This is an optimization exercise on Yosys and OpenROAD, whose aim is small area, not a production implementation.
RTL that was checked went through simulation tests only; none was proved equivalent to the original.
The RTL of runs 2 to 4 was laid out without a check of its function.
Power figures rest on the tool's default switching activity, not on a simulated workload.

File: flow/design.v
`default_nettype none
package game_pkg;
	typedef enum logic [1:0] {
		NONE   = 2'b00,
		RED    = 2'b01,
		YELLOW = 2'b10
	} player_t;
	typedef struct packed {
		logic                  valid;
		logic [3-1:0]     col;
		logic [3-1:0]  row;
		player_t               player;
	} placement_t;
	function automatic logic [6-1:0] cell_index(
		input logic [3-1:0]    col,
		input logic [3-1:0] row
	);
		logic [6-1:0] r;
		logic [6-1:0] c;
		r          = 6'(row);
		c          = 6'(col);
		cell_index = r * 6'(7) + c;
	endfunction
endpackage
`default_nettype wire
`default_nettype none
package bus_pkg;
	typedef struct packed {
		logic                  cyc;
		logic                  stb;
		logic                  we;
		logic [2-1:0]  adr;
		logic [8-1:0]  dat;
	} wb_req_t;
	typedef struct packed {
		logic                  ack;
		logic [32-1:0] dat;
	} wb_rsp_t;
	typedef struct packed {
		logic [32-6-8-7:0] pad;
		logic [8-1:0] illegal;
		logic [6-1:0]   moves;
		logic                  game_over;
		logic                  painting;
		logic [1:0]            turn;
		logic [1:0]            winner;
	} status_t;
endpackage
`default_nettype wire
`default_nettype none
module wb_move_port (
	input  logic                  clock,
	input  logic                  reset_n,
	input  bus_pkg::wb_req_t      wb_req,
	output bus_pkg::wb_rsp_t      wb_rsp,
	input  logic                  painting,
	input  game_pkg::player_t     winner,
	input  game_pkg::player_t     turn,
	input  logic [6-1:0]   moves,
	input  logic [8-1:0] illegal,
	output logic                  move_req,
	output logic [3-1:0]     move_col,
	output logic                  new_game
);
	logic    ack_q;
	logic    rd_status_q;
	logic    hit;
	logic    is_move;
	logic    is_cmd;
	logic    is_status;
	logic    accept;
	bus_pkg::status_t status;
	assign hit       = wb_req.cyc && wb_req.stb && !ack_q;
	assign is_move   = wb_req.we && (wb_req.adr == 2'd0);
	assign is_cmd    = wb_req.we && (wb_req.adr == 2'd1);
	assign is_status = !wb_req.we && (wb_req.adr == 2'd2);
	assign accept = hit && !(is_move && painting);
	always_ff @(posedge clock) begin
		if (!reset_n) begin
			ack_q       <= 1'b0;
			rd_status_q <= 1'b0;
			move_req    <= 1'b0;
			new_game    <= 1'b0;
		end else begin
			ack_q       <= accept;
			rd_status_q <= accept && is_status;
			move_req    <= accept && is_move;
			new_game    <= accept && is_cmd && (wb_req.dat == 8'd1);
		end
	end
	always_ff @(posedge clock) begin
		if (accept && is_move) begin
			if (wb_req.dat >= 7)
				move_col <= 3'(7);
			else
				move_col <= wb_req.dat[3-1:0];
		end
	end
	always_comb begin
		status           = '0;
		status.winner    = winner;
		status.turn      = turn;
		status.painting  = painting;
		status.game_over = (winner != game_pkg::NONE);
		status.moves     = moves;
		status.illegal   = illegal;
	end
	always_comb begin
		wb_rsp.ack = ack_q;
		wb_rsp.dat = rd_status_q ? status : '0;
	end
endmodule
`default_nettype wire
`default_nettype none
module board_store (
	input  logic                  clock,
	input  logic                  reset_n,
	input  logic                  move_req,
	input  logic [3-1:0]     move_col,
	input  logic                  new_game,
	input  logic                  game_over,
	output game_pkg::placement_t  placement,
	output logic [7*7-1:0][1:0]  board,
	output game_pkg::player_t     turn,
	output logic [6-1:0]   moves,
	output logic [8-1:0] illegal
);
	logic [7-1:0][3-1:0] heights;
	logic [3-1:0] sel_height;
	logic [6-1:0]   target;
	logic                 col_ok;
	logic                 legal;
	logic                 reject;
	always_comb begin
		col_ok = (move_col < 7);
		sel_height = col_ok ? heights[move_col] : '0;
		legal = col_ok && (sel_height < 7) && !game_over;
		target = game_pkg::cell_index(move_col, sel_height);
	end
	always_ff @(posedge clock) begin
		if (!reset_n || new_game) begin
			board     <= '0;
			heights   <= '0;
			turn      <= game_pkg::RED;
			moves     <= '0;
			illegal   <= '0;
			placement <= '0;
			reject    <= 1'b0;
		end else begin
			placement.valid <= move_req && legal;
			reject          <= move_req && !legal;
			if (move_req) begin
				placement.col    <= move_col;
				placement.row    <= sel_height;
				placement.player <= turn;
			end
			if (move_req && legal) begin
				board[target]     <= turn;
				heights[move_col] <= sel_height + 1'b1;
				turn              <= (turn == game_pkg::RED) ? game_pkg::YELLOW : game_pkg::RED;
				moves             <= moves + 1'b1;
			end
			if (reject)
				illegal <= illegal + 1'b1;
		end
	end
endmodule
`default_nettype wire
`default_nettype none
module win_scan (
	input  logic                 clock,
	input  logic                 reset_n,
	input  logic                 new_game,
	input  game_pkg::placement_t placement,
	input  logic [7*7-1:0][1:0] board,
	output game_pkg::player_t    winner,
	output logic                 game_over
);
	localparam int DIRS = 4;
	logic [DIRS-1:0][2:0] run;
	logic       hit;
	function automatic int step_c(input int d);
		step_c = (d == 1) ? 0 : 1;
	endfunction
	function automatic int step_r(input int d);
		step_r = (d == 0) ? 0 : ((d == 3) ? -1 : 1);
	endfunction
	function automatic int ray(input logic [7*7-1:0][1:0] b, input int col, input int row,
		input int dc, input int dr, input game_pkg::player_t p);
		int   c;
		int   r;
		int   n;
		logic open;
		c    = col;
		r    = row;
		n    = 0;
		open = 1'b1;
		for (int k = 1; k < 4; k++) begin
			c = c + dc;
			r = r + dr;
			if (c < 0 || c >= 7 || r < 0 || r >= 7)
				open = 1'b0;
			else if (b[game_pkg::cell_index(3'(c), 3'(r))] != p)
				open = 1'b0;
			if (open)
				n = n + 1;
		end
		ray = n;
	endfunction
	always_comb begin
		hit = 1'b0;
		for (int d = 0; d < DIRS; d++) begin
			run[d] = 3'(1
				+ ray(board, int'(placement.col), int'(placement.row),
					step_c(d), step_r(d), placement.player)
				+ ray(board, int'(placement.col), int'(placement.row),
					-step_c(d), -step_r(d), placement.player));
			if (run[d] >= 4)
				hit = 1'b1;
		end
	end
	always_ff @(posedge clock) begin
		if (!reset_n || new_game)
			winner <= game_pkg::NONE;
		else if (placement.valid && hit && (winner == game_pkg::NONE))
			winner <= placement.player;
	end
	assign game_over = (winner != game_pkg::NONE);
endmodule
`default_nettype wire
`default_nettype none
module cell_painter (
	input  logic                 clock,
	input  logic                 reset_n,
	input  game_pkg::placement_t placement,
	input  logic                 pix_ready,
	output logic                 pix_valid,
	output logic [8-1:0]  pix_x,
	output logic [7-1:0]  pix_y,
	output logic [3-1:0] pix_colour,
	output logic                 painting
);
	logic                 busy;
	logic [1:0]           off_x;
	logic [1:0]           off_y;
	logic                 last_x;
	logic                 last_y;
	logic [8-1:0]  org_x;
	logic [7-1:0]  org_y;
	logic [3-1:0] colour;
	assign last_x = (off_x == 2'(4 - 1));
	assign last_y = (off_y == 2'(4 - 1));
	always_ff @(posedge clock) begin
		if (!reset_n) begin
			busy  <= 1'b0;
			off_x <= '0;
			off_y <= '0;
		end else if (placement.valid) begin
			busy  <= 1'b1;
			off_x <= '0;
			off_y <= '0;
		end else if (busy && pix_ready) begin
			if (last_x) begin
				off_x <= '0;
				off_y <= off_y + 1'b1;
				if (last_y)
					busy <= 1'b0;
			end else begin
				off_x <= off_x + 1'b1;
			end
		end
	end
	always_ff @(posedge clock) begin
		if (placement.valid) begin
			org_x  <= 8'(placement.col * 4);
			org_y  <= 7'((7 - 1 - placement.row) * 4);
			colour <= (placement.player == game_pkg::RED) ? 3'b100 : 3'b001;
		end
	end
	assign pix_valid  = busy;
	assign pix_x      = org_x + 8'(off_x);
	assign pix_y      = org_y + 7'(off_y);
	assign pix_colour = colour;
	assign painting = busy || placement.valid;
endmodule
`default_nettype wire
`default_nettype none
module connect4_top (
	input  logic                 clock,
	input  logic                 reset_n,
	input  logic                 wb_cyc_i,
	input  logic                 wb_stb_i,
	input  logic                 wb_we_i,
	input  logic [2-1:0] wb_adr_i,
	input  logic [8-1:0] wb_dat_i,
	output logic                 wb_ack_o,
	output logic [32-1:0] wb_dat_o,
	input  logic                 pix_ready,
	output logic                 pix_valid,
	output logic [8-1:0]  pix_x,
	output logic [7-1:0]  pix_y,
	output logic [3-1:0] pix_colour
);
	logic                  move_req;
	logic [3-1:0]     move_col;
	logic                  new_game;
	logic                  game_over;
	logic                  painting;
	logic [6-1:0]   moves;
	logic [8-1:0] illegal;
	game_pkg::player_t               winner;
	game_pkg::player_t               turn;
	game_pkg::placement_t            placement;
	logic [7*7-1:0][1:0]            board;
	bus_pkg::wb_req_t      wb_req;
	bus_pkg::wb_rsp_t      wb_rsp;
	assign wb_req.cyc = wb_cyc_i;
	assign wb_req.stb = wb_stb_i;
	assign wb_req.we  = wb_we_i;
	assign wb_req.adr = wb_adr_i;
	assign wb_req.dat = wb_dat_i;
	assign wb_ack_o   = wb_rsp.ack;
	assign wb_dat_o   = wb_rsp.dat;
	wb_move_port port (
		.clock    (clock),
		.reset_n  (reset_n),
		.wb_req   (wb_req),
		.wb_rsp   (wb_rsp),
		.painting (painting),
		.winner   (winner),
		.turn     (turn),
		.moves    (moves),
		.illegal  (illegal),
		.move_req (move_req),
		.move_col (move_col),
		.new_game (new_game)
	);
	board_store store (
		.clock     (clock),
		.reset_n   (reset_n),
		.move_req  (move_req),
		.move_col  (move_col),
		.new_game  (new_game),
		.game_over (game_over),
		.placement (placement),
		.board     (board),
		.turn      (turn),
		.moves     (moves),
		.illegal   (illegal)
	);
	win_scan scan (
		.clock     (clock),
		.reset_n   (reset_n),
		.new_game  (new_game),
		.placement (placement),
		.board     (board),
		.winner    (winner),
		.game_over (game_over)
	);
	cell_painter painter (
		.clock      (clock),
		.reset_n    (reset_n),
		.placement  (placement),
		.pix_ready  (pix_ready),
		.pix_valid  (pix_valid),
		.pix_x      (pix_x),
		.pix_y      (pix_y),
		.pix_colour (pix_colour),
		.painting   (painting)
	);
endmodule
`default_nettype wire
File: flow/run.sh
#!/bin/bash
# synth_recipe.tcl (not shown) runs the flow's synth.tcl, then flattens the netlist and writes it again
# the make line also repeats each setting of config.mk as NAME=value (left out here)
make -C /OpenROAD-flow-scripts/flow DESIGN_CONFIG=/design/flow/config.mk WORK_HOME=/design/flow/orfs CLKGATE_MAP_FILE= SYNTH_SCRIPT=/design/flow/synth_recipe.tcl finish
File: flow/config.mk
export PLATFORM = sky130hd
export DESIGN_NAME = connect4_top
export DESIGN_NICKNAME = connect4_top
export VERILOG_FILES = /design/flow/design.v
export SDC_FILE = /design/flow/constraint.sdc
export NUM_CORES = 4
export LEC_CHECK = 0
export CAP_MARGIN = 20
export CORE_MARGIN = 2
export CORE_UTILIZATION = 40
export SLEW_MARGIN = 20
File: flow/constraint.sdc
create_clock -name core_clock -period 10.0 [get_ports {clock}]
set_input_delay 2.0000 -clock core_clock [delete_from_list [all_inputs] [get_ports {clock}]]
set_output_delay 2.0000 -clock core_clock [all_outputs]
set_load 0.01 [all_outputs]
==> results of run 1 <==
-- registers in the layout, summed over array words and instances, names as in the netlist, 3 cells and up --
signal           cells
painter.org_x        3
store.moves          6
painter.org_y        4
port.move_col        3
store.placement      9
store.heights       21
store.illegal        8
store.board         98
-- cell families after synthesis --
group,after synthesis
other cells,1
simple gates,921
buf+inv,296
compound gates,515
fa+ha+maj,172
xor+xnor,176
mux,642
flops,168
-- through the flow --
stage               area, sq um  setup WS, ns  power [mW]  hold slack [ns]
global route              29600          1.20        1.63            0.517
global placement          28900          1.82       0.913            0.462
finish                    29600          1.39        1.58            0.493
detailed placement        28900          1.65       0.919            0.479
floorplan                 27400          2.35       0.859            0.450
CTS                       29500          1.63        1.58            0.493
-- worst paths after layout --
| path | from | end | slack (ns) | cells after the start |
|---|---|---|---|---|
| worst max-delay path | store.placement[6]$_SDFFE_PP0P_ | scan.winner[0]$_SDFFE_PP0P_ | 1.39 | 23 |
| worst max register to register | store.placement[6]$_SDFFE_PP0P_ | scan.winner[0]$_SDFFE_PP0P_ | 1.39 | 23 |
| worst min-delay path | store.moves[5]$_SDFFE_PP0P_ | store.moves[5]$_SDFFE_PP0P_ | 0.49 | 2 |
| worst min register to register | store.moves[5]$_SDFFE_PP0P_ | store.moves[5]$_SDFFE_PP0P_ | 0.49 | 2 |
-- layout by cell type, fill, tap and decap left out, types with 13 or more instances in the layout --
master | synthesis | final
mux4_2 | 314 | 314
nand2_1 | 269 | 269
mux2i_1 | 281 | 262
nor2_1 | 201 | 201
a21oi_1 | 165 | 165
dfxtp_1 | 156 | 155
ha_1 | 145 | 144
nand3_1 | 121 | 121
buf_4 | 29 | 108
xnor2_1 | 110 | 107
inv_1 | 80 | 80
clkdlybuf4s50_1 | 0 | 51
nor3_1 | 51 | 50
o21ai_0 | 47 | 47
xor2_1 | 58 | 45
a21o_1 | 43 | 43
mux2_2 | 42 | 42
and2_1 | 41 | 41
a22oi_1 | 39 | 39
and3_1 | 35 | 35
nor2b_1 | 28 | 28
nand4_1 | 28 | 28
a211oi_1 | 25 | 25
fa_1 | 27 | 25
nor4_1 | 21 | 21
nand2b_1 | 21 | 20
o221ai_1 | 18 | 18
or3_1 | 18 | 18
mux2i_2 | 0 | 18
o211ai_1 | 17 | 17
clkbuf_16 | 0 | 17
a221oi_1 | 16 | 16
conb_1 | 1 | 16
a31oi_1 | 14 | 14
o22ai_1 | 13 | 13
xor2_2 | 2 | 13
-- power by group --
group          total [mW]  switching [mW]  internal, mW
combinational       0.234           0.150        0.0840
sequential          0.678         0.00188         0.676
clock               0.666           0.330         0.337
-- worst max-delay path, cell delays in order (launching register included) --
cell and delay (ns):
dfxtp_1 0.81, inv_1 0.46, ha_1 0.32, ha_1 0.44, xnor2_2 0.20, xnor2_1 0.88
ha_1 0.51, xor2_2 0.49, buf_4 0.29, mux4_2 0.50, nor2b_1 0.14, a211oi_1 0.25
a21oi_1 0.06, a21oi_1 0.47, mux2i_1 0.21, a2111oi_4 0.52, mux2i_1 0.15, ha_1 0.24
or3_1 0.32, a21o_1 0.17, a311oi_1 0.23, a21oi_1 0.21, a211oi_2 0.47, o21ai_1 0.13
-- layer usage --
metal	GRT usage (%)	wire [um]	part of all wire, %
met1	42.5	44400	37
met2	47.9	49000	41
met3	11.4	16600	14
met4	19.5	8620	7.3
met5	0.139	0	0
-- final cells by class --
| cell class | instances | area, sq um | share of cell area [%] |
|---|---|---|---|
| flip-flops and latches | 168 | 3480 | 11.8 |
| repair buffers | 161 | 1370 | 4.62 |
| well taps | 873 | 1090 | 3.69 |
| inverters | 85 | 319 | 1.08 |
| diodes | 1 | 2.50 | 0.00845 |
| clock inverters | 15 | 168 | 0.566 |
| clock buffers | 17 | 425 | 1.44 |
| multi-input cells | 2442 | 22800 | 76.8 |
==> qor.yml, run 1 <==
antenna_found_initial: 1
cts_made_buffers: 17
drt-initial-drc-count: 3527
max_cap_viol_count: 0
rows: 95
dpl.hpwl_um: 86700
fp.dieW_um: 265
cp_max_fo: 17
antenna_left: 0
io_buffers: 51
hold_violations: 0
finalSetupViolations: 0
fin_crit_sh_pct: 86.1
nets: 3063
post_cts_buffers: 0
instances_no_fill: 3762
cts_tree: "done"
syn_inst: 2891
synth_top_family_by_area: "multiplexers"
outcome: "timing/DRC/antenna clean"
vias_per_cell: 7.15
fin_crit_ns: 8.61
criticalPathCategory: "register to register"
fmax_mhz: 116
synth_edf_count: 12
grt_pass1_vias: 25644
critPathCaptureType: "register"
synthXorXnorAreaFrac_pct: 5.96
synth_top_area_cell: "mux4_2"
rsz0062_at_grt: "false"
synthSimpleGateAreaFrac_pct: 16.7
synth_common_cells: "314 x mux4_2, 281 x mux2i_1, 269 x nand2_1, 201 x nor2_1, 165 x a21oi_1"
synth_top_area_share_pct: 25.9
clk_pin_slew_worst_paths_ns: 0.08
arrival_ns: 8.93
ios: 68
drc: 0
die_h_um: 265
dieArea_sq_um: 70400
core_area_sq_um: 67400
yosysWarnings: 4
cts_resized: 0
required_ns: 10.33
synthMostInstantiatedCell: "mux4_2"
synth.distinct_cells: 99
synth_adder_area_share_pct: 8.62
synthMuxAreaShare_pct: 38.1
drive_gt1_share_pct: 20.0
max_slew_margin_pct: 21.8
yosysSeqAreaShare_pct: 12.8
wl_per_cell_um: 31.5
cts_root_buffer: "clkbuf_16"
synth_area_leaders: "mux4_2 26%, dfxtp_1 11%, mux2i_1 10%, ha_1 6.6%, nand2_1 3.7%"
wl_um: 119000
grt_usage_pct: 33.1
async_flop_share_pct: 0
tns_ns: 0
cp-start-kind: "register"
cts.sinks: 168
ys_ff_latch: 168
dp.cells: 3728
syn_to_final_growth_pct: 8.47
ir_drop_mv: 0.103
clk_path_buf_depth: 2
power_density_nw_per_um2: 53.3
cts_max_level: 4
yosys_most_used_dff: "dfxtp_1"
utilization_pct: 44.0
fin_skew_ns: 0.0259
start_util_pct: 40.5
grt-ovfl-total: 0
clk_latency_ns: 0.46
ctsHoldBuffers: 0
grt_pass1_wl_um: 173000
grt_max_degree: 107
via_count: 26899
syn_area_per_cell_sq_um: 9.45
num-fill-cells: 6373
leakagePower_nw: 9.89
hold_path_class: "register to register"
slew_violations: 0
gp_congestion: 1.04
firstDrtPassIters: 8
syn-cell-area_sq_um: 27300
tightest_slew_ns: 1.17
synth-compound-area-share_pct: 12.8
==> run 2: changes to the inputs <==
==> flow/design.v (replaced) <==
`default_nettype none
module connect4_top (
	input  logic                 clock,
	input  logic                 reset_n,
	input  logic                 wb_cyc_i,
	input  logic                 wb_stb_i,
	input  logic                 wb_we_i,
	input  logic [2-1:0] wb_adr_i,
	input  logic [8-1:0] wb_dat_i,
	output logic                 wb_ack_o,
	output logic [32-1:0] wb_dat_o,
	input  logic                 pix_ready,
	output logic                 pix_valid,
	output logic [8-1:0]  pix_x,
	output logic [7-1:0]  pix_y,
	output logic [3-1:0] pix_colour
);
	localparam int NC = 7;
	localparam int NR = 7;
	logic       ack_q;
	logic       rd_q;
	logic       move_req;
	logic       new_game;
	logic [2:0] move_col;
	logic       painting;
	logic       req;
	logic       is_move;
	logic       accept;
	assign req     = wb_cyc_i && wb_stb_i && !ack_q;
	assign is_move = wb_we_i && (wb_adr_i == 2'd0);
	assign accept  = req && !(is_move && painting);
	always_ff @(posedge clock) begin
		if (!reset_n) begin
			ack_q    <= 1'b0;
			rd_q     <= 1'b0;
			move_req <= 1'b0;
			new_game <= 1'b0;
		end else begin
			ack_q    <= accept;
			rd_q     <= accept && !wb_we_i && (wb_adr_i == 2'd2);
			move_req <= accept && is_move;
			new_game <= accept && wb_we_i && (wb_adr_i == 2'd1) && (wb_dat_i == 8'd1);
		end
	end
	always_ff @(posedge clock) begin
		if (!ack_q && !painting)
			move_col <= wb_dat_i[2:0] | {3{|wb_dat_i[7:3]}};
	end
	logic              clr;
	logic [5:0]        moves;
	logic [7:0]        illegal;
	logic              go_q;
	logic              go;
	logic              ty;           
	logic [NC-1:0][2:0] g;           
	logic [NC-1:0][NR-1:0] occ;
	logic [NC-1:0][NR-1:0] cb;       
	logic [NC-1:0][NR-1:0] same;
	logic [2:0]        g_sel;
	logic              legal;
	logic              place;
	assign clr = !reset_n || new_game;
	assign ty  = moves[0];
	always_comb begin
		g_sel = 3'd7;
		for (int c = 0; c < NC; c++)
			if (move_col == 3'(c))
				g_sel = g[c];
	end
	assign legal = (move_col != 3'd7) && (g_sel != 3'd7) && !go_q;
	assign place = move_req && legal;
	always_ff @(posedge clock) begin
		if (clr) begin
			moves   <= '0;
			illegal <= '0;
		end else begin
			if (place)
				moves <= moves + 1'b1;
			if (move_req && !legal)
				illegal <= illegal + 1'b1;
		end
	end
	for (genvar c = 0; c < NC; c++) begin : gcol
		always_ff @(posedge clock) begin
			if (clr)
				g[c] <= 3'd6;
			else if (place && move_col == 3'(c))
				g[c] <= g[c] - 1'b1;
		end
		for (genvar r = 0; r < NR; r++) begin : gcell
			assign occ[c][r] = (g[c] == 3'd7) || (g[c] < 3'(NR - 1 - r));
			always_ff @(posedge clock) begin
				if (!occ[c][r])
					cb[c][r] <= ty;
			end
			assign same[c][r] = cb[c][r] ^ ty;
		end
	end
	logic pv;       
	logic pv2;      
	logic hit;
	always_comb begin
		hit = 1'b0;
		for (int c = 0; c < NC; c++)
			for (int r = 0; r < NR; r++) begin
				if (c + 3 < NC)
					hit = hit | (same[c][r] & same[c+1][r] & same[c+2][r] & same[c+3][r]);
				if (r + 3 < NR)
					hit = hit | (same[c][r] & same[c][r+1] & same[c][r+2] & same[c][r+3]);
				if (c + 3 < NC && r + 3 < NR)
					hit = hit | (same[c][r] & same[c+1][r+1] & same[c+2][r+2] & same[c+3][r+3]);
				if (c + 3 < NC && r >= 3)
					hit = hit | (same[c][r] & same[c+1][r-1] & same[c+2][r-2] & same[c+3][r-3]);
			end
	end
	assign go = go_q || (pv2 && hit);
	always_ff @(posedge clock) begin
		if (clr)
			go_q <= 1'b0;
		else
			go_q <= go;
	end
	logic       busy;
	logic [3:0] off;
	logic [2:0] prow;
	logic       pcol;
	always_ff @(posedge clock) begin
		if (!reset_n) begin
			pv   <= 1'b0;
			pv2  <= 1'b0;
			busy <= 1'b0;
			off  <= '0;
		end else begin
			pv  <= place;
			pv2 <= pv;
			if (pv)
				busy <= 1'b1;
			else if (busy && pix_ready && off == 4'hf)
				busy <= 1'b0;
			if (busy && pix_ready)
				off <= off + 1'b1;
		end
	end
	always_ff @(posedge clock) begin
		if (move_req) begin
			prow <= g_sel;
			pcol <= ty;
		end
	end
	assign painting   = busy || pv;
	assign pix_valid  = busy;
	assign pix_x      = {3'b000, move_col, off[1:0]};
	assign pix_y      = {2'b00, prow, off[3:2]};
	assign pix_colour = pcol ? 3'b001 : 3'b100;
	logic [19:0] status;
	assign status = {illegal, moves, go, painting, ty, !ty, go && !ty, go && ty};
	assign wb_ack_o = ack_q;
	assign wb_dat_o = rd_q ? {12'b0, status} : '0;
endmodule
`default_nettype wire
==> qor.yml, run 2 <==
vias_per_cell: 5.97  # -17%
regMostFlops: "cb"
grt_usage_pct: 21.2  # -12 points
fmax_mhz: 154  # +33%
syn_to_final_growth_pct: 11.4
worstReg2RegStart: "moves[0]$_SDFFE_PP0P_"
firstDrtPassIters: 7  # -1
syn_area_per_cell_sq_um: 9.32  # -1.4%
slew_violations: 0  # unchanged
max_cap_viol_count: 0  # unchanged
gr-usage-met2_pct: 34.3  # -14 points
antenna_found_initial: 0  # -1
power_frac_seq_pct: 55.1  # +12 points
syn-cell-area_sq_um: 6550  # -76%
cts_tree: "done"
power_frac_clock_pct: 42.7  # +0.5 points
synth_common_cells: "57 x nor2_1, 56 x edfxtp_1, 47 x dfxtp_1, 36 x nand2_1"
grt-ovfl-total: 0  # unchanged
met3_usage_pct: 3.73  # -7.7 points
cp-start-kind: "register"
async_flop_share_pct: 0  # unchanged
r2r-end: "go_q$_SDFF_PP0_"
clk_path_buf_depth: 2  # unchanged
hold_path_class: "register to register"
die_h_um: 132  # -50%
grt_pass1_vias: 5397  # -79%
hold_depth: 2  # unchanged
antenna_left: 0  # unchanged
combPwrFrac_pct: 2.2  # -13 points
synth.distinct_cells: 84  # -15%
criticalPathCategory: "register to primary output"
yosysSeqAreaShare_pct: 40.0  # +27 points
largest_reg_flops: 49  # -50%
final_cell_mix: "57 x nor2_1, 56 x edfxtp_1, 49 x clkdlybuf4s50_1"
clk_pin_slew_worst_paths_ns: 0.07  # about the same
use_met1_pct: 27.8  # -15 points
yosys_most_used_dff: "edfxtp_1"
finalSetupViolations: 0  # unchanged
fp.dieW_um: 132  # -50%
start_util_pct: 41.1  # +0.56 points
cts_resized: 0  # unchanged
cts_max_level: 3  # -1
ios: 68  # unchanged
wl_um: 18700  # -84%
ys_ff_latch: 103  # -39%
p_sw_share_pct: 19.8  # -11 points
fin_crit_sh_pct: 64.9  # -21 points
fin_crit_ns: 6.49  # -2.12 ns
ctsHoldBuffers: 0  # unchanged
arrival_ns: 4.49  # -4.44 ns
synthMostInstantiatedCell: "nor2_1"
grt.busiest_layer: "met2"
layout_commonest_cell: "nor2_1"
outcome: "timing/DRC/antenna clean"
cts_root_buffer: "clkbuf_16"
drc: 0  # unchanged
cp-startpoint: "moves[0]$_SDFFE_PP0P_"
drive_gt1_share_pct: 5.96  # -14 points
cp_max_fo: 40  # +23
required_ns: 8.00  # -2.33 ns
gp_congestion: 0.938  # -9.7%
reg2regPathDepth: 8  # -65%
dieArea_sq_um: 17400  # -75%
largestRegisters: "cb: 49 flops, g: 21 flops, illegal: 8 flops"
ir_drop_mv: 0.0815  # -21%
via_count: 5592  # -79%
fin_skew_ns: 0.00724  # -0.0187 ns
cts_made_buffers: 9  # -8
yosysWarnings: 1  # -3
leakagePower_nw: 2.61  # -74%
rsz0062_at_grt: "false"
syn_inst: 703  # -76%
grt_max_degree: 41  # -62%
wl_per_cell_um: 20.0  # -37%
post_cts_buffers: 0  # unchanged
max_slew_margin_pct: 51.3  # +29 points
p_sw_mw: 0.159  # -67%
cts.sinks: 103  # -39%
power_density_nw_per_um2: 110  # +110%
nets: 749  # -76%
synth_top_area_share_pct: 25.7  # -0.22 points
tightest_slew_ns: 0.731  # -0.438 ns
rows: 46  # -52%
dpl.hpwl_um: 13200  # -85%
synth_top_area_cell: "edfxtp_1"
diodes: 0  # -1
hold_violations: 0  # unchanged
tns_ns: 0  # unchanged
critPathCaptureType: "primary output"
clk_latency_ns: 0.33  # -0.13 ns
finalPower_mw: 0.803  # -49%
hold_start: "off[1]$_SDFFE_PN0P_"
grt_pass1_wl_um: 29600  # -83%
io_buffers: 49  # -3.9%
drt-initial-drc-count: 588  # -83%
worstHoldEndpoint: "off[1]$_SDFFE_PN0P_"
core_area_sq_um: 15900  # -76%
p_int_mw: 0.644  # -41%
synth_area_leaders: "edfxtp_1 26%, dfxtp_1 14%, nor2_1 3.3%, ha_1 3.2%, and2_1 2.9%"
r2r_slack_ns: 6.26  # +4.87 ns
synth_edf_count: 56  # +44
[run 2: changes by cell type in the layout (fill, tap and decap cells not counted), sizes merged, moves of 109 or more]
cell	previous run	this run
a21oi	167	24
nor2	201	57
mux2i	281	3
mux4	314	3
nand2	270	36
ha	145	17
dfxtp	156	47
[run 2: power groups by stage]
stage | Sequential, mW | Combinational (mW) | Clock [mW]
after global placement | 0.452 | 0.0172 | 0
after CTS | 0.443 | 0.0173 | 0.352
after global routing | 0.443 | 0.0191 | 0.369
after detailed placement | 0.452 | 0.0172 | 0
final | 0.443 | 0.0175 | 0.343
after floorplan | 0.452 | 0.0137 | 0
[run 2: worst max-delay path by stage]
stage,endpoint,slack [ns],cells past startpoint
after floorplan,wb_dat_o[0],4.71,8
after global placement,wb_dat_o[1],3.99,9
after detailed placement,wb_dat_o[1],3.94,9
after CTS,wb_dat_o[1],3.55,9
after global routing,wb_dat_o[1],3.32,9
final,wb_dat_o[1],3.51,9
[run 2: metal layers]
| layer | routed length, um | vias up |
|---|---|---|
| li1 | - | 2612 |
| met1 | 8210 | 2633 |
| met2 | 8470 | 286 |
| met3 | 1300 | 61 |
| met4 | 719 | 0 |
| met5 | 0 | - |
[run 2: layout make-up]
class | instances | area (sq um)
timing repair buffer | 53 | 520
multi-input combinational | 527 | 3500
clock buffer | 9 | 225
clock inverter | 7 | 72.6
fill | 1584 | 8650
inverter | 22 | 82.6
sequential | 103 | 2620
tap | 216 | 270
[run 2: per-stage QoR]
| step | setup WS [ns] | util (%) | hold slack, ns | cells | area [sq um] |
|---|---|---|---|---|---|
| global route | 3.32 | 45.8 | 0.551 | 937 | 7290 |
| floorplan | 4.71 | - | 0.454 | 720 | 6610 |
| detailed placement | 3.94 | 43.9 | 0.504 | 921 | 6990 |
| CTS | 3.55 | 45.7 | 0.515 | 937 | 7290 |
| global placement | 3.99 | 43.9 | 0.472 | 921 | 6990 |
| finish | 3.51 | 45.8 | 0.517 | 937 | 7290 |
[run 2: cells by family after synthesis]
logic type / Yosys count / synth area share, %
XOR/XNOR: 25 / 3.34
buffers and inverters: 90 / 7.53
AND/OR/NAND/NOR: 303 / 26.3
adder cells (fa/ha/maj): 17 / 3.25
multiplexers: 9 / 2.01
AO/OA/AOI/OAI: 155 / 17.5
flip-flops: 103 / 40.0
other: 1 / 0.0573
[run 2: critical path, stage by stage (launching register included)]
cell,delay (ns)
dfxtp_2,0.79
buf_4,0.42
and4b_4,0.26
o41ai_2,0.35
o221ai_1,0.16
or4_1,0.43
or4_4,0.56
a2111oi_4,0.48
a211oi_1,0.15
clkdlybuf4s50_1,0.53
==> run 3: changes to the inputs <==
--- a/flow/config.mk
+++ b/flow/config.mk
@@ -8,4 +8,4 @@
 export CAP_MARGIN = 20
 export CORE_MARGIN = 2
-export CORE_UTILIZATION = 40
+export CORE_UTILIZATION = 70
 export SLEW_MARGIN = 20
==> qor.yml, run 3 <==
slowest_delay_ns: 0.75  # -0.04 ns
slowest_stage: "dfxtp_2"
cts_tree: "done"
use_met1_pct: 50.5  # +23 points
grt_max_degree: 74  # +80%
wl_per_cell_um: 25.2  # +26%
diodes: 0  # unchanged
synth_edf_count: 56  # unchanged
core_area_sq_um: 9150  # -43%
drt-initial-drc-count: 637  # +8.3%
cts.sinks: 103  # unchanged
fin_skew_ns: 0.0150  # +0.00777 ns
dpl.hpwl_um: 13200  # about the same
finalPower_mw: 0.734  # -8.7%
fin_crit_ns: 6.82  # +0.335 ns
syn_to_final_growth_pct: 7.78
io_buffers: 49  # unchanged
synthMostInstantiatedCell: "nor2_1"
synth_common_cells: "57 x nor2_1, 56 x edfxtp_1, 47 x dfxtp_1, 36 x nand2_1"
synth_area_leaders: "edfxtp_1 26%, dfxtp_1 14%, nor2_1 3.3%, ha_1 3.2%, and2_1 2.9%"
cts_root_buffer: "clkbuf_8"
required_ns: 8.00  # about the same
gr-usage-met2_pct: 70.7  # +36 points
hold_path_class: "register to register"
synth_top_area_cell: "edfxtp_1"
clk_pin_slew_worst_paths_ns: 0.10  # +0.03 ns
final_cell_mix: "57 x nor2_1, 56 x edfxtp_1, 49 x clkdlybuf4s50_1"
synth.distinct_cells: 84  # unchanged
yosysWarnings: 1  # unchanged
drive_gt1_share_pct: 5.84  # -0.12 points
cts_max_level: 3  # unchanged
slew_violations: 0  # unchanged
yosys_most_used_dff: "edfxtp_1"
regMostFlops: "cb"
grt_pass1_wl_um: 32900  # +11%
leakagePower_nw: 2.58  # -1.2%
cp_cell_sequence: "buf_4, and4b_4, o41ai_2, o221ai_1, or4_1, or4_4, a2111oi_4, a21oi_1, clkdlybuf4s50_1"
gp_congestion: 1.00  # +6.8%
fin_crit_sh_pct: 68.2  # +3.3 points
ios: 68  # unchanged
cts_made_buffers: 9  # unchanged
max_cap_viol_count: 0  # unchanged
rows: 35  # -24%
met3_usage_pct: 11.2  # +7.4 points
largest_reg_flops: 49  # unchanged
post_dp_cell_area_sq_um: 6850  # -2.1%
antenna_left: 0  # unchanged
stdcell_area_sq_um: 7060  # -3.2%
rsz0062_at_grt: "false"
syn_area_per_cell_sq_um: 9.32  # unchanged
yosysSeqAreaShare_pct: 40.0  # unchanged
cts_resized: 0  # unchanged
largestRegisters: "cb: 49 flops, g: 21 flops, illegal: 8 flops"
cp_max_fo: 73  # +83%
tightest_slew_ns: 0.786  # +0.0548 ns
grt_usage_pct: 42.8  # +22 points
cp.buffers_inverters: 2  # unchanged
dieArea_sq_um: 10100  # -42%
start_util_pct: 71.6  # +30 points
ir_drop_mv: 0.128  # +57%
power_density_nw_per_um2: 104  # -5.6%
nets: 747  # -0.27%
outcome: "timing/DRC/antenna clean"
critPathCaptureType: "primary output"
via_count: 6145  # +9.9%
max_slew_margin_pct: 47.6  # -3.7 points
ys_ff_latch: 103  # unchanged
post_cts_buffers: 0  # unchanged
die_h_um: 101  # -24%
arrival_ns: 4.82  # +0.33 ns
syn_inst: 703  # unchanged
critPathTopFamily: "simple AND/OR/NAND/NOR gates"
wl_um: 20900  # +12%
fmax_mhz: 147  # -4.9%
clk_path_buf_depth: 2  # unchanged
clk_latency_ns: 0.39  # +0.06 ns
layout_commonest_cell: "nor2_1"
grt_pass1_vias: 5947  # +10%
ctsHoldBuffers: 0  # unchanged
finalSetupViolations: 0  # unchanged
hold_violations: 0  # unchanged
vias_per_cell: 7.40  # +24%
grt.busiest_layer: "met2"
grt-ovfl-total: 0  # unchanged
firstDrtPassIters: 6  # -1
tns_ns: 0  # unchanged
criticalPathCategory: "register to primary output"
drc: 0  # unchanged
antenna_found_initial: 0  # unchanged
fp.dieW_um: 101  # -24%
cp-start-kind: "register"
async_flop_share_pct: 0  # unchanged
synth_top_area_share_pct: 25.7  # unchanged
syn-cell-area_sq_um: 6550  # unchanged
## run 3: cell counts after synthesis
No cell type changed its count.
## run 3: worst paths after layout
check                                           start                   to  slack, ns  cells after the start
worst max-delay path            moves[0]$_SDFFE_PP0P_          wb_dat_o[5]       3.18                      9
worst min-delay path              off[1]$_SDFFE_PN0P_  off[1]$_SDFFE_PN0P_       0.54                      2
worst max register to register  moves[0]$_SDFFE_PP0P_      go_q$_SDFF_PP0_       5.98                      8
worst min register to register    off[1]$_SDFFE_PN0P_  off[1]$_SDFFE_PN0P_       0.54                      2
## run 3: cell type report
cell class	instances	area (sq um)
inverters	22	82.6
fillers	543	2090
repair buffers	51	505
well taps	111	139
clock buffers	9	124
flip-flops and latches	103	2620
multi-input cells	527	3510
clock inverters	7	77.6
## run 3: stage by stage
step / setup WS (ns) / hold slack [ns] / cells / utilization (%)
6_report: 3.18 / 0.538 / 830 / 77.1
5_1_grt: 3.04 / 0.562 / 830 / 77.1
4_1_cts: 3.28 / 0.543 / 830 / 77.0
3_5_place_dp: 3.68 / 0.485 / 814 / 74.8
3_3_place_gp: 3.87 / 0.474 / 814 / 74.8
2_1_floorplan: 4.71 / 0.454 / 720 / -
## run 3: power by group
group          internal (mW)  total [mW]  switching (mW)
registers              0.442       0.443         0.00115
logic                0.00796      0.0192          0.0113
clock network          0.119       0.272           0.152
## run 3: logic make-up after synthesis
family,count (synthesis),synth area share [%]
AO/OA/AOI/OAI,155,17.5
XOR/XNOR,25,3.34
adder cells (fa/ha/maj),17,3.25
buffers and inverters,90,7.53
flip-flops,103,40.0
multiplexers,9,2.01
other,1,0.0573
AND/OR/NAND/NOR,303,26.3
## run 3: worst min-delay path: stages (launching register included)
cell and delay [ns]:
dfxtp_1 0.35, nand2_1 0.07, a21boi_0 0.07
## run 3: routing by layer
metal,vias to the layer above,routed length (um)
li1,2612,-
met1,2841,7160
met2,565,10000
met3,127,2500
met4,0,1240
met5,-,0
==> run 4: changes to the inputs <==
==> flow/flow/run.sh (new file) <==
#!/bin/bash
# Standard layout with smaller port buffers, one tie cell per constant and no
# dummy clock loads. Synthesis is the standard one.
set -euo pipefail
bash standard.sh \
	BUFFER_PORTS_ARGS="-buffer_cell sky130_fd_sc_hd__buf_1" \
	SKIP_REPAIR_TIE_FANOUT=1 \
	CTS_ARGS="-sink_clustering_enable -repair_clock_nets -dont_use_dummy_load" \
	finish > standard_flow.log 2>&1
==> flow/standard.sh (new file) <==
#!/bin/bash
# synth_recipe.tcl (not shown) runs the flow's synth.tcl, then flattens the netlist and writes it again
# the make line also repeats each setting of config.mk as NAME=value (left out here)
make -C /OpenROAD-flow-scripts/flow DESIGN_CONFIG=/design/flow/config.mk WORK_HOME=/design/flow/orfs CLKGATE_MAP_FILE= SYNTH_SCRIPT=/design/flow/synth_recipe.tcl "${@:-finish}"
removed: flow/run.sh
==> qor.yml, run 4 <==
outcome: "timing/DRC/antenna clean"
cts_resized: 0  # unchanged
tightest_slew_ns: 0.791  # +0.00510 ns
dp.cells: 798  # -2.0%
synth_area_leaders: "edfxtp_1 26%, dfxtp_1 14%, nor2_1 3.3%, ha_1 3.2%, and2_1 2.9%"
synthMuxAreaShare_pct: 2.01  # unchanged
clk_pin_slew_worst_paths_ns: 0.11  # about the same
criticalPathCategory: "register to primary output"
fin_crit_ns: 5.86  # -0.964 ns
instances_no_fill: 807  # -2.8%
drt-initial-drc-count: 556  # -13%
grt_pass1_wl_um: 30000  # -8.7%
max_cap_viol_count: 0  # unchanged
multi_input_area_sq_um: 3440  # -1.8%
fin_skew_ns: 0.0458  # +0.0308 ns
leakagePower_nw: 2.37  # -8.1%
yosys_most_used_dff: "edfxtp_1"
fmax_mhz: 171  # +16%
grt-ovfl-total: 0  # unchanged
yosysWarnings: 1  # unchanged
synth.distinct_cells: 84  # unchanged
cts_made_buffers: 9  # unchanged
power_density_nw_per_um2: 99.7  # -4.0%
critPathCaptureType: "primary output"
ys_ff_latch: 103  # unchanged
utilization_pct: 72.3  # -4.8 points
hold_path_class: "register to register"
finalSetupViolations: 0  # unchanged
io_buffers: 49  # unchanged
ios: 68  # unchanged
synth_top_area_cell: "edfxtp_1"
die_h_um: 101  # unchanged
vias_per_cell: 7.28  # -1.7%
diodes: 0  # unchanged
regMostFlops: "cb"
fin_crit_sh_pct: 58.6  # -9.6 points
final_cell_mix: "57 x nor2_1, 56 x edfxtp_1, 49 x buf_1"
cts_tree: "done"
synth_edf_count: 56  # unchanged
syn_to_final_growth_pct: 1.05
fp.dieW_um: 101  # unchanged
synth_adder_area_share_pct: 3.25  # unchanged
tns_ns: 0  # unchanged
nets: 731  # -2.1%
cts_max_level: 3  # unchanged
slew_violations: 0  # unchanged
max_slew_margin_pct: 47.2  # -0.34 points
grt_max_degree: 44  # -41%
post_dp_cell_area_sq_um: 6480  # -5.3%
async_flop_share_pct: 0  # unchanged
synth_common_cells: "57 x nor2_1, 56 x edfxtp_1, 47 x dfxtp_1, 36 x nand2_1"
cts_root_buffer: "clkbuf_8"
via_count: 5872  # -4.4%
hold_violations: 0  # unchanged
synth-compound-area-share_pct: 17.5  # unchanged
start_util_pct: 71.6  # unchanged
required_ns: 8.00  # about the same
core_area_sq_um: 9150  # unchanged
drc: 0  # unchanged
cp_max_fo: 43  # -41%
clk_path_buf_depth: 2  # unchanged
num-fill-cells: 624  # +15%
clk_latency_ns: 0.36  # -0.03 ns
gp_congestion: 1.02  # +1.4%
yosysSeqAreaShare_pct: 40.0  # unchanged
ir_drop_mv: 0.0811  # -37%
synthMostInstantiatedCell: "nor2_1"
dieArea_sq_um: 10100  # unchanged
grt_pass1_vias: 5575  # -6.3%
synth_top_family_by_area: "simple AND/OR/NAND/NOR gates"
syn-cell-area_sq_um: 6550  # unchanged
grt_usage_pct: 38.0  # -4.8 points
dpl.hpwl_um: 12900  # -2.6%
largestRegisters: "cb: 49 flops, g: 21 flops, illegal: 8 flops"
wl_per_cell_um: 22.9  # -9.3%
stdcell_area_sq_um: 6620  # -6.2%
firstDrtPassIters: 5  # -1
arrival_ns: 3.86  # -0.96 ns
rows: 35  # unchanged
synthXorXnorAreaFrac_pct: 3.34  # unchanged
ctsHoldBuffers: 0  # unchanged
antenna_found_initial: 0  # unchanged
syn_area_per_cell_sq_um: 9.32  # unchanged
drive_gt1_share_pct: 5.17  # -0.67 points
rsz0062_at_grt: "false"
largest_reg_flops: 49  # unchanged
wl_um: 18500  # -12%
layout_commonest_cell: "nor2_1"
regArea_sq_um: 2620  # unchanged
synth_top_area_share_pct: 25.7  # unchanged
syn_inst: 703  # unchanged
synthSimpleGateAreaFrac_pct: 26.3  # unchanged
antenna_left: 0  # unchanged
cts.sinks: 103  # unchanged
post_cts_buffers: 0  # unchanged
cp-start-kind: "register"
[run 4: cell count changes in the layout (fill, tap and decap cells not counted), moves of 3 or more]
| cell | change |
|---|---|
| conb_1 | -17 |
| clkdlybuf4s50_1 | -49 |
| inv_6 | -3 |
| buf_1 | +49 |
[run 4: cells by family after synthesis]
group,Yosys count
xor+xnor,25
fa+ha+maj,17
other cells,1
mux,9
buf+inv,90
compound gates,155
flops,103
simple gates,303
[run 4: stage by stage]
stage | setup WS (ns) | power (mW) | hold WS (ns)
after floorplan | 4.71 | 0.466 | 0.454
after global placement | 4.65 | 0.465 | 0.468
after detailed placement | 4.56 | 0.465 | 0.502
after CTS | 4.17 | 0.661 | 0.527
after global routing | 3.93 | 0.677 | 0.572
final | 4.14 | 0.660 | 0.524
[run 4: worst paths after layout]
kind | start | endpoint | slack [ns] | cells after the start
hold / removal | off[1]$_SDFFE_PN0P_ | off[1]$_SDFFE_PN0P_ | 0.52 | 2
setup reg to reg | moves[0]$_SDFFE_PP0P_ | go_q$_SDFF_PP0_ | 6.54 | 8
setup / recovery | moves[0]$_SDFFE_PP0P_ | wb_dat_o[1] | 4.14 | 9
hold reg to reg | off[1]$_SDFFE_PN0P_ | off[1]$_SDFFE_PN0P_ | 0.52 | 2
[run 4: worst max-delay path: stages, from the launching register on]
cell,delay [ns]
dfxtp_2,0.56
buf_4,0.46
and4b_2,0.30
o41ai_2,0.30
o221ai_1,0.16
or4_1,0.44
or4_4,0.57
a2111oi_4,0.44
a211oi_1,0.14
buf_1,0.15
[run 4: layout make-up]
class / instances / area share (%)
well taps: 111 / 2.10
clock buffers: 9 / 1.87
multi-input cells: 510 / 52.0
inverters: 22 / 1.25
repair buffers: 52 / 3.12
flip-flops and latches: 103 / 39.6
[run 4: where the power goes]
part	internal (mW)	switching (mW)
Clock	0.0812	0.123
Combinational	0.00359	0.00978
Sequential	0.442	0.00106
Total	0.526	0.134
[run 4: layer usage]
metal  share of wire, %  global-route usage, %  wire length, um  up-vias
met5                  0                      0                0        -
met4                4.3                   16.3              800        0
met3                 11                   6.17             2000       83
met2                 48                   61.7             8780      408
met1                 37                   50.5             6900     2785
li1                   -                      -                -     2596
==> run 5: changes to the inputs <==
--- a/flow/design.v
+++ b/flow/design.v
@@ -53,41 +53,56 @@
 	logic              go;
 	logic              ty;           
-	logic [NC-1:0][2:0] g;           
+	logic [NC-1:0][2:0] h;           
 	logic [NC-1:0][NR-1:0] occ;
 	logic [NC-1:0][NR-1:0] cb;       
 	logic [NC-1:0][NR-1:0] same;
-	logic [2:0]        g_sel;
+	logic [NC-1:0]     en;           
+	logic [2:0]        h_sel;
+	logic              try;
 	logic              legal;
 	logic              place;
+	logic              bad;
+	logic              clr_h;
+	logic              pend;
 	assign clr = !reset_n || new_game;
+	assign clr_h = !reset_n || ((new_game || pend) && !painting);
+	always_ff @(posedge clock) begin
+		pend <= reset_n && (new_game || pend) && painting;
+	end
 	assign ty  = moves[0];
+	assign try = move_req && !go_q;
+	for (genvar c = 0; c < NC; c++) begin : gen
+		assign en[c] = try && (move_col == 3'(c)) && !(&h[c]);
+	end
+	assign legal = |en;
+	assign place = legal;
+	assign bad   = move_req && !legal;
 	always_comb begin
-		g_sel = 3'd7;
+		h_sel = '0;
 		for (int c = 0; c < NC; c++)
-			if (move_col == 3'(c))
-				g_sel = g[c];
+			h_sel = h_sel | ({3{move_col == 3'(c)}} & h[c]);
 	end
-	assign legal = (move_col != 3'd7) && (g_sel != 3'd7) && !go_q;
-	assign place = move_req && legal;
+	function automatic logic [7:0] inc8(input logic [7:0] q, input logic e);
+		logic t;
+		t = e;
+		for (int i = 0; i < 8; i++) begin
+			inc8[i] = q[i] ^ t;
+			t = t & q[i];
+		end
+	endfunction
 	always_ff @(posedge clock) begin
-		if (clr) begin
-			moves   <= '0;
-			illegal <= '0;
-		end else begin
-			if (place)
-				moves <= moves + 1'b1;
-			if (move_req && !legal)
-				illegal <= illegal + 1'b1;
-		end
+		logic [7:0] m;
+		m       = inc8({2'b00, moves}, place);
+		moves   <= clr ? 6'd0 : m[5:0];
+		illegal <= clr ? 8'd0 : inc8(illegal, bad);
 	end
 	for (genvar c = 0; c < NC; c++) begin : gcol
 		always_ff @(posedge clock) begin
-			if (clr)
-				g[c] <= 3'd6;
-			else if (place && move_col == 3'(c))
-				g[c] <= g[c] - 1'b1;
+			h[c][0] <= !clr_h && (h[c][0] ^ en[c]);
+			h[c][1] <= !clr_h && (h[c][1] ^ (en[c] && h[c][0]));
+			h[c][2] <= !clr_h && (h[c][2] ^ (en[c] && h[c][0] && h[c][1]));
 		end
 		for (genvar r = 0; r < NR; r++) begin : gcell
-			assign occ[c][r] = (g[c] == 3'd7) || (g[c] < 3'(NR - 1 - r));
+			assign occ[c][r] = (h[c] > 3'(r));
 			always_ff @(posedge clock) begin
 				if (!occ[c][r])
@@ -100,17 +115,31 @@
 	logic pv2;      
 	logic hit;
+	function automatic logic run4(input logic [6:0] x, input int n);
+		case (n)
+			4: run4 = x[0] & x[1] & x[2] & x[3];
+			5: run4 = x[1] & x[2] & x[3] & (x[0] | x[4]);
+			6: run4 = x[2] & x[3] & ((x[0] & x[1]) | (x[1] & x[4]) | (x[4] & x[5]));
+			default: run4 = x[3] & ((x[1] & x[2] & (x[0] | x[4])) | (x[4] & x[5] & (x[2] | x[6])));
+		endcase
+	endfunction
 	always_comb begin
+		logic [6:0] v;
 		hit = 1'b0;
-		for (int c = 0; c < NC; c++)
-			for (int r = 0; r < NR; r++) begin
-				if (c + 3 < NC)
-					hit = hit | (same[c][r] & same[c+1][r] & same[c+2][r] & same[c+3][r]);
-				if (r + 3 < NR)
-					hit = hit | (same[c][r] & same[c][r+1] & same[c][r+2] & same[c][r+3]);
-				if (c + 3 < NC && r + 3 < NR)
-					hit = hit | (same[c][r] & same[c+1][r+1] & same[c+2][r+2] & same[c+3][r+3]);
-				if (c + 3 < NC && r >= 3)
-					hit = hit | (same[c][r] & same[c+1][r-1] & same[c+2][r-2] & same[c+3][r-3]);
-			end
+		for (int i = 0; i < 7; i++) begin
+			for (int k = 0; k < 7; k++) v[k] = same[k][i];
+			hit = hit | run4(v, 7);
+			for (int k = 0; k < 7; k++) v[k] = same[i][k];
+			hit = hit | run4(v, 7);
+		end
+		for (int s = -3; s <= 3; s++) begin
+			v = '0;
+			for (int k = 0; k < 7; k++)
+				if (k + s >= 0 && k + s < 7) v[k - (s < 0 ? -s : 0)] = same[k + s][k];
+			hit = hit | run4(v, 7 - (s < 0 ? -s : s));
+			v = '0;
+			for (int k = 0; k < 7; k++)
+				if (k + s >= 0 && k + s < 7) v[k - (s < 0 ? -s : 0)] = same[k + s][6 - k];
+			hit = hit | run4(v, 7 - (s < 0 ? -s : s));
+		end
 	end
 	assign go = go_q || (pv2 && hit);
@@ -123,5 +152,4 @@
 	logic       busy;
 	logic [3:0] off;
-	logic [2:0] prow;
 	logic       pcol;
 	always_ff @(posedge clock) begin
@@ -144,5 +172,4 @@
 	always_ff @(posedge clock) begin
 		if (move_req) begin
-			prow <= g_sel;
 			pcol <= ty;
 		end
@@ -151,5 +178,5 @@
 	assign pix_valid  = busy;
 	assign pix_x      = {3'b000, move_col, off[1:0]};
-	assign pix_y      = {2'b00, prow, off[3:2]};
+	assign pix_y      = {2'b00, ~h_sel, off[3:2]};
 	assign pix_colour = pcol ? 3'b001 : 3'b100;
 	logic [19:0] status;
==> qor.yml, run 5 <==
grt_usage_pct: 33.0  # -5.0 points
wl_per_cell_um: 20.2  # -12%
clk_path_buf_depth: 2  # unchanged
tns_ns: 0  # unchanged
yosysSeqAreaShare_pct: 45.0  # +5.0 points
fin_skew_ns: 0.0286  # -0.0172 ns
yosys_most_used_dff: "edfxtp_1"
grt_pass1_vias: 4305  # -23%
synth_edf_count: 53  # -5.4%
largestRegisters: "cb: 49 flops, h: 21 flops, illegal: 8 flops"
via_count: 4620  # -21%
syn-cell-area_sq_um: 5670  # -13%
async_flop_share_pct: 0  # unchanged
hold_path_class: "register to register"
power_frac_seq_pct: 66.7  # -0.4 points
syn_inst: 586  # -17%
rows: 32  # -8.6%
max_slew_margin_pct: 28.3  # -19 points
start_util_pct: 73.0  # +1.4 points
grt-ovfl-total: 0  # unchanged
regArea_sq_um: 2550  # -2.7%
die_h_um: 94.0  # -6.7%
grt_max_degree: 68  # +55%
ios: 68  # unchanged
antenna_left: 0  # unchanged
ir_drop_mv: 0.0980  # +21%
synth_top_area_cell: "edfxtp_1"
vias_per_cell: 6.76  # -7.0%
ys_ff_latch: 101  # -1.9%
synth.distinct_cells: 63  # -25%
drt-initial-drc-count: 526  # -5.4%
ctsHoldBuffers: 0  # unchanged
p_sw_share_pct: 20.5  # +0.26 points
drive_gt1_share_pct: 4.13  # -1.0 points
cts_root_buffer: "clkbuf_8"
firstDrtPassIters: 6  # +1
leakagePower_nw: 2.21  # -6.6%
fin_crit_ns: 4.77  # -1.08 ns
dpl.hpwl_um: 9950  # -23%
final_cell_mix: "53 x edfxtp_1, 49 x nor2_1, 49 x buf_1"
combPwrFrac_pct: 1.9  # about the same
cts_tree: "done"
yosysWarnings: 1  # unchanged
utilization_pct: 73.5  # +1.2 points
p_int_mw: 0.517  # -1.9%
power_density_nw_per_um2: 114  # +14%
num-fill-cells: 567  # -9.1%
antenna_found_initial: 0  # unchanged
criticalPathCategory: "register to primary output"
cts_max_level: 3  # unchanged
fin_crit_sh_pct: 47.7  # -11 points
required_ns: 8.00  # about the same
max_cap_viol_count: 0  # unchanged
layout_commonest_cell: "edfxtp_1"
slew_violations: 0  # unchanged
largest_reg_flops: 49  # unchanged
grt_pass1_wl_um: 22200  # -26%
arrival_ns: 2.77  # -1.09 ns
rsz0062_at_grt: "false"
cp_max_fo: 67  # +56%
wl_um: 13800  # -25%
multi_input_area_sq_um: 2660  # -23%
p_sw_mw: 0.133  # -0.33%
synth_area_leaders: "edfxtp_1 28%, dfxtp_1 17%, ha_1 6.0%, and2_1 4.9%, buf_4 3.4%"
power_frac_clock_pct: 31.4  # +0.5 points
clk_latency_ns: 0.37  # about the same
tightest_slew_ns: 1.07  # +0.275 ns
regMostFlops: "cb"
finalSetupViolations: 0  # unchanged
synthMostInstantiatedCell: "edfxtp_1"
clk_pin_slew_worst_paths_ns: 0.11  # about the same
hold_violations: 0  # unchanged
synth_top_area_share_pct: 28.1  # +2.4 points
fmax_mhz: 209  # +23%
gp_congestion: 1.05  # +3.7%
cp-start-kind: "register"
synth_common_cells: "53 x edfxtp_1, 49 x nor2_1, 48 x dfxtp_1, 44 x and2_1, 35 x nand2_1"
cts_made_buffers: 9  # unchanged
fp.dieW_um: 94.0  # -6.7%
diodes: 0  # unchanged
post_cts_buffers: 0  # unchanged
dieArea_sq_um: 8840  # -13%
drc: 0  # unchanged
core_area_sq_um: 7770  # -15%
cts.sinks: 101  # -1.9%
syn_to_final_growth_pct: 0.662
outcome: "timing/DRC/antenna clean"
io_buffers: 49  # unchanged
critPathCaptureType: "primary output"
cts_resized: 0  # unchanged
nets: 626  # -14%
syn_area_per_cell_sq_um: 9.67  # +3.9%
## run 5: cell count changes in the layout (fill, tap and decap cells not counted), sizes merged, moves of 9 or more
cell     before  now
nand3        36   20
a21boi       15    3
and2         30   44
nor2b        19   10
xor2         11    0
a22oi         3   13
o2111ai      11    1
and3         11    1
o21ai        14   30
ha           17   27
nor3         31   19
## run 5: power by group through the flow
stage | Clock [mW] | Combinational, mW | Sequential (mW)
5_1_grt | 0.216 | 0.0138 | 0.434
2_1_floorplan | 0 | 0.0134 | 0.442
3_3_place_gp | 0 | 0.0114 | 0.443
6_report | 0.204 | 0.0122 | 0.434
3_5_place_dp | 0 | 0.0120 | 0.443
4_1_cts | 0.205 | 0.0120 | 0.434
## run 5: logic make-up after synthesis
kind of cell             Yosys count  share of synthesized area (%)
AND/OR/NAND/NOR                  221                           21.0
multiplexers                       5                           1.35
other                              1                         0.0661
AO/OA/AOI/OAI                    142                           16.8
XOR/XNOR                          11                           1.70
flip-flops                       101                           45.0
buffers and inverters             78                           8.10
adder cells (fa/ha/maj)           27                           5.96
## run 5: per-stage QoR
step	worst slack, ns	hold WS (ns)	instances	area, sq um	power [mW]
after floorplan	5.64	0.462	586	5670	0.456
after global placement	5.64	0.486	674	5580	0.454
after detailed placement	5.63	0.501	674	5580	0.455
after CTS	5.24	0.521	683	5710	0.650
after global routing	5.00	0.554	683	5710	0.663
final	5.23	0.519	683	5710	0.650
## run 5: cell type report
| class | count | area share (%) |
|---|---|---|
| clock buffers | 9 | 2.17 |
| inverters | 14 | 0.921 |
| multi-input cells | 407 | 46.6 |
| flip-flops and latches | 101 | 44.7 |
| well taps | 102 | 2.24 |
| repair buffers | 50 | 3.35 |
## run 5: per-layer routing
layer | global-route usage [%] | routed length, um
met5 | 0 | 0
met4 | 18.8 | 730
met3 | 5.22 | 1360
met2 | 52.9 | 6420
met1 | 42.6 | 5260
## run 5: worst max-delay path, cell delays in order (launching register included)
cell	delay [ns]
dfxtp_2	0.38
buf_4	0.50
nand2b_1	0.20
or3_1	0.12
nand4_1	0.12
nor4_2	0.31
nand3_2	0.12
o41ai_2	0.41
inv_1	0.09
buf_1	0.14
## run 5: path summary, 6_finish.rpt
path | start | endpoint | slack, ns | cells past startpoint
max reg2reg | move_col[2]$_DFFE_PP_ | illegal[6]$_SDFF_PP0_ | 6.23 | 13
max | moves[0]$_SDFF_PP0_ | wb_dat_o[5] | 5.23 | 9
min | off[1]$_SDFFE_PN0P_ | off[1]$_SDFFE_PN0P_ | 0.52 | 2
min reg2reg | off[1]$_SDFFE_PN0P_ | off[1]$_SDFFE_PN0P_ | 0.52 | 2
==> run 6: changes to the inputs <==
--- a/flow/design.v
+++ b/flow/design.v
@@ -123,24 +123,48 @@
 		endcase
 	endfunction
+	logic hit0, hit1;
+	logic [NC-1:0][NR-1:0] ncb;
+	assign ncb = ~cb;
 	always_comb begin
 		logic [6:0] v;
-		hit = 1'b0;
+		hit1 = 1'b0;
 		for (int i = 0; i < 7; i++) begin
-			for (int k = 0; k < 7; k++) v[k] = same[k][i];
-			hit = hit | run4(v, 7);
-			for (int k = 0; k < 7; k++) v[k] = same[i][k];
-			hit = hit | run4(v, 7);
+			for (int k = 0; k < 7; k++) v[k] = cb[k][i];
+			hit1 = hit1 | run4(v, 7);
+			for (int k = 0; k < 7; k++) v[k] = cb[i][k];
+			hit1 = hit1 | run4(v, 7);
 		end
 		for (int s = -3; s <= 3; s++) begin
 			v = '0;
 			for (int k = 0; k < 7; k++)
-				if (k + s >= 0 && k + s < 7) v[k - (s < 0 ? -s : 0)] = same[k + s][k];
-			hit = hit | run4(v, 7 - (s < 0 ? -s : s));
-			v = '0;
-			for (int k = 0; k < 7; k++)
-				if (k + s >= 0 && k + s < 7) v[k - (s < 0 ? -s : 0)] = same[k + s][6 - k];
-			hit = hit | run4(v, 7 - (s < 0 ? -s : s));
-		end
-	end
+				if (k + s >= 0 && k + s < 7) v[k - (s < 0 ? -s : 0)] = cb[k + s][k];
+			hit1 = hit1 | run4(v, 7 - (s < 0 ? -s : s));
+			v = '0;
+			for (int k = 0; k < 7; k++)
+				if (k + s >= 0 && k + s < 7) v[k - (s < 0 ? -s : 0)] = cb[k + s][6 - k];
+			hit1 = hit1 | run4(v, 7 - (s < 0 ? -s : s));
+		end
+	end
+	always_comb begin
+		logic [6:0] v;
+		hit0 = 1'b0;
+		for (int i = 0; i < 7; i++) begin
+			for (int k = 0; k < 7; k++) v[k] = ncb[k][i];
+			hit0 = hit0 | run4(v, 7);
+			for (int k = 0; k < 7; k++) v[k] = ncb[i][k];
+			hit0 = hit0 | run4(v, 7);
+		end
+		for (int s = -3; s <= 3; s++) begin
+			v = '0;
+			for (int k = 0; k < 7; k++)
+				if (k + s >= 0 && k + s < 7) v[k - (s < 0 ? -s : 0)] = ncb[k + s][k];
+			hit0 = hit0 | run4(v, 7 - (s < 0 ? -s : s));
+			v = '0;
+			for (int k = 0; k < 7; k++)
+				if (k + s >= 0 && k + s < 7) v[k - (s < 0 ? -s : 0)] = ncb[k + s][6 - k];
+			hit0 = hit0 | run4(v, 7 - (s < 0 ? -s : s));
+		end
+	end
+	assign hit = ty ? hit0 : hit1;
 	assign go = go_q || (pv2 && hit);
 	always_ff @(posedge clock) begin
==> qor.yml, run 6 <==
outcome: "timing/DRC/antenna clean"
post_dp_cell_area_sq_um: 5530  # -0.94%
finalSetupViolations: 0  # unchanged
cp-start-kind: "register"
fmax_mhz: 218  # +3.9%
yosys_most_used_dff: "edfxtp_1"
hold_path_class: "register to register"
ir_drop_mv: 0.0952  # -2.8%
synth_top_area_cell: "edfxtp_1"
drc: 0  # unchanged
layout_commonest_cell: "edfxtp_1"
firstDrtPassIters: 7  # +1
gp_congestion: 0.991  # -6.0%
tns_ns: 0  # unchanged
drive_gt1_share_pct: 3.61  # -0.52 points
max_cap_viol_count: 0  # unchanged
cts_tree: "done"
cts_root_buffer: "clkbuf_8"
grt_pass1_wl_um: 22800  # +2.7%
num-fill-cells: 513  # -9.5%
wl_um: 14600  # +6.2%
cts.sinks: 101  # unchanged
fin_crit_sh_pct: 46.0  # -1.8 points
dp_slack_ns: 5.78  # +0.155 ns
rows: 32  # unchanged
grt_pass1_vias: 4454  # +3.5%
fin_skew_ns: 0.0398  # +0.0112 ns
largest_reg_flops: 49  # unchanged
critPathCaptureType: "primary output"
nets: 627  # +0.16%
criticalPathCategory: "register to primary output"
cts_max_level: 3  # unchanged
yosysSeqAreaShare_pct: 45.6  # +0.58 points
rsz0062_at_grt: "false"
yosysWarnings: 1  # unchanged
cp_max_fo: 16  # -76%
largestRegisters: "cb: 49 flops, h: 21 flops, illegal: 8 flops"
instances_no_fill: 684  # +0.15%
cp.buffers_inverters: 1  # -2
regMostFlops: "cb"
cts_made_buffers: 9  # unchanged
ctsHoldBuffers: 0  # unchanged
grt_max_degree: 54  # -21%
vias_per_cell: 6.86  # +1.5%
antenna_found_initial: 0  # unchanged
fin_ws_ns: 5.40  # +0.179 ns
syn_to_final_growth_pct: 1.03
core_area_sq_um: 7730  # -0.52%
fp.dieW_um: 93.4  # -0.62%
required_ns: 8.00  # about the same
cts_resized: 0  # unchanged
slew_violations: 0  # unchanged
tightest_slew_ns: 1.11  # +0.0487 ns
syn_area_per_cell_sq_um: 9.53  # -1.4%
grt-ovfl-total: 0  # unchanged
path_depth: 7  # -2
dieArea_sq_um: 8730  # -1.2%
via_count: 4694  # +1.6%
final_cell_mix: "53 x edfxtp_1, 49 x buf_1, 48 x dfxtp_1"
antenna_left: 0  # unchanged
clk_latency_ns: 0.36  # about the same
arrival_ns: 2.60  # -0.17 ns
synth_top_area_share_pct: 28.4  # +0.36 points
syn-cell-area_sq_um: 5600  # -1.3%
wl_per_cell_um: 21.4  # +6.1%
leakagePower_nw: 2.14  # -3.3%
ios: 68  # unchanged
critPathTopFamily: "simple AND/OR/NAND/NOR gates"
hold_depth: 2  # unchanged
clk_pin_slew_worst_paths_ns: 0.10  # about the same
die_h_um: 93.4  # -0.62%
async_flop_share_pct: 0  # unchanged
diodes: 0  # unchanged
drt-initial-drc-count: 566  # +7.6%
clk_path_buf_depth: 2  # unchanged
slowest_delay_ns: 0.70  # +0.20 ns
io_buffers: 49  # unchanged
reg2regPathDepth: 14  # +1
cp_cell_sequence: "nor4_1, nor4b_2, nand3_1, or4_1, nor4_2, nor3b_1, buf_1"
syn_inst: 587  # +0.17%
synth.distinct_cells: 58  # -7.9%
synth_area_leaders: "edfxtp_1 28%, dfxtp_1 17%, ha_1 6.0%, and2_1 4.9%, buf_4 3.4%"
start_util_pct: 72.4  # -0.56 points
dp.cells: 675  # +0.15%
slowest_stage: "edfxtp_1"
grt_usage_pct: 34.5  # +1.4 points
synth_common_cells: "53 x edfxtp_1, 48 x dfxtp_1, 46 x nor2_1, 44 x and2_1"
hold_violations: 0  # unchanged
dpl.hpwl_um: 10300  # +3.3%
post_cts_buffers: 0  # unchanged
synthMostInstantiatedCell: "edfxtp_1"
power_density_nw_per_um2: 115  # +0.78%
finalPower_mw: 0.649  # -0.15%
synth_edf_count: 53  # unchanged
ys_ff_latch: 101  # unchanged
fin_crit_ns: 4.60  # -0.179 ns
max_slew_margin_pct: 25.0  # -3.3 points
stdcell_area_sq_um: 5650  # -0.92%
[run 6: changes by cell type in the layout (fill, tap and decap cells not counted), moves of 6 or more]
cell      previous run  this run
nand4_1             11         3
o21bai_1             1         8
nand3_1             19        28
o22ai_1             13         5
a22oi_1             13         6
a21oi_1             29        37
nor3_1              19        25
[run 6: cell families (layout without fill, tap and decap cells)]
logic type / after synthesis / after routing / synth area share (%)
xor+xnor: 11 / 11 / 1.72
simple gates: 228 / 228 / 21.6
flops: 101 / 101 / 45.6
fa+ha+maj: 27 / 27 / 6.04
buf+inv: 76 / 71 / 7.69
mux: 7 / 7 / 1.52
compound gates: 136 / 136 / 15.8
other cells: 1 / 1 / 0.0670
[run 6: final cells by class]
class / count / area (sq um) / share of cell area, %
Tap cell: 102 / 128 / 2.26
Timing Repair Buffer: 50 / 191 / 3.39
Clock buffer: 9 / 124 / 2.19
Sequential cell: 101 / 2550 / 45.1
Inverter: 12 / 45.0 / 0.797
Multi-Input combinational cell: 410 / 2610 / 46.2
[run 6: stage by stage]
stage	hold slack (ns)	utilization, %
floorplan	0.468	-
global placement	0.484	71.6
detailed placement	0.492	71.6
CTS	0.518	73.2
global route	0.542	73.2
finish	0.516	73.2
[run 6: routing by layer]
| layer | GRT usage [%] | share of wire [%] |
|---|---|---|
| met5 | 0 | 0 |
| met4 | 15.6 | 4.5 |
| met3 | 6.69 | 9.7 |
| met2 | 56.4 | 48 |
| met1 | 44.5 | 38 |
[run 6: path summary, 6_finish.rpt]
kind | startpoint | endpoint | slack, ns
worst max-delay path | cb[18]$_DFFE_PP_ | wb_dat_o[5] | 5.40
worst min-delay path | moves[5]$_SDFF_PP0_ | moves[5]$_SDFF_PP0_ | 0.52
worst max register to register | move_col[2]$_DFFE_PP_ | illegal[6]$_SDFF_PP0_ | 6.39
worst min register to register | moves[5]$_SDFF_PP0_ | moves[5]$_SDFF_PP0_ | 0.52
[run 6: worst min-delay path, stage by stage, from the launching register on]
cell,delay [ns]
dfxtp_1,0.35
xnor2_1,0.07
nor2_1,0.07
[run 6: where the power goes]
group / internal, mW / switching (mW) / total (mW)
clock network: 0.0811 / 0.122 / 0.203
logic: 0.00324 / 0.00883 / 0.0121
registers: 0.432 / 0.00151 / 0.434
total: 0.517 / 0.132 / 0.649

## separate check: timing with driven ports
No port has a modelled driver above. Below, the same layouts with a new extraction and two added sets of constraints.
Step 1 assumes that a clkbuf_16 drives the clock port and a buf_2 every other input.
Step 2 also shifts input and output timing later by t, the mid clock arrival at the registers, as if the neighbouring blocks saw the same clock.
Three values: no drivers, after step 1, after step 2; two values: the first two.
run	shift t [ns]	slack for setup (ns)	worst setup path after step 2
run 1	0.509	1.390 / 1.390 / 1.390	register to register
run 2	0.371	3.511 / 3.469 / 3.840	register to output
run 3	0.412	3.176 / 3.143 / 3.556	register to output
run 4	0.377	4.141 / 4.106 / 4.482	register to output
run 5	0.382	5.225 / 5.194 / 5.576	register to output
run 6	0.374	5.404 / 5.371 / 5.745	register to output
After both steps every run listed still meets setup and hold.
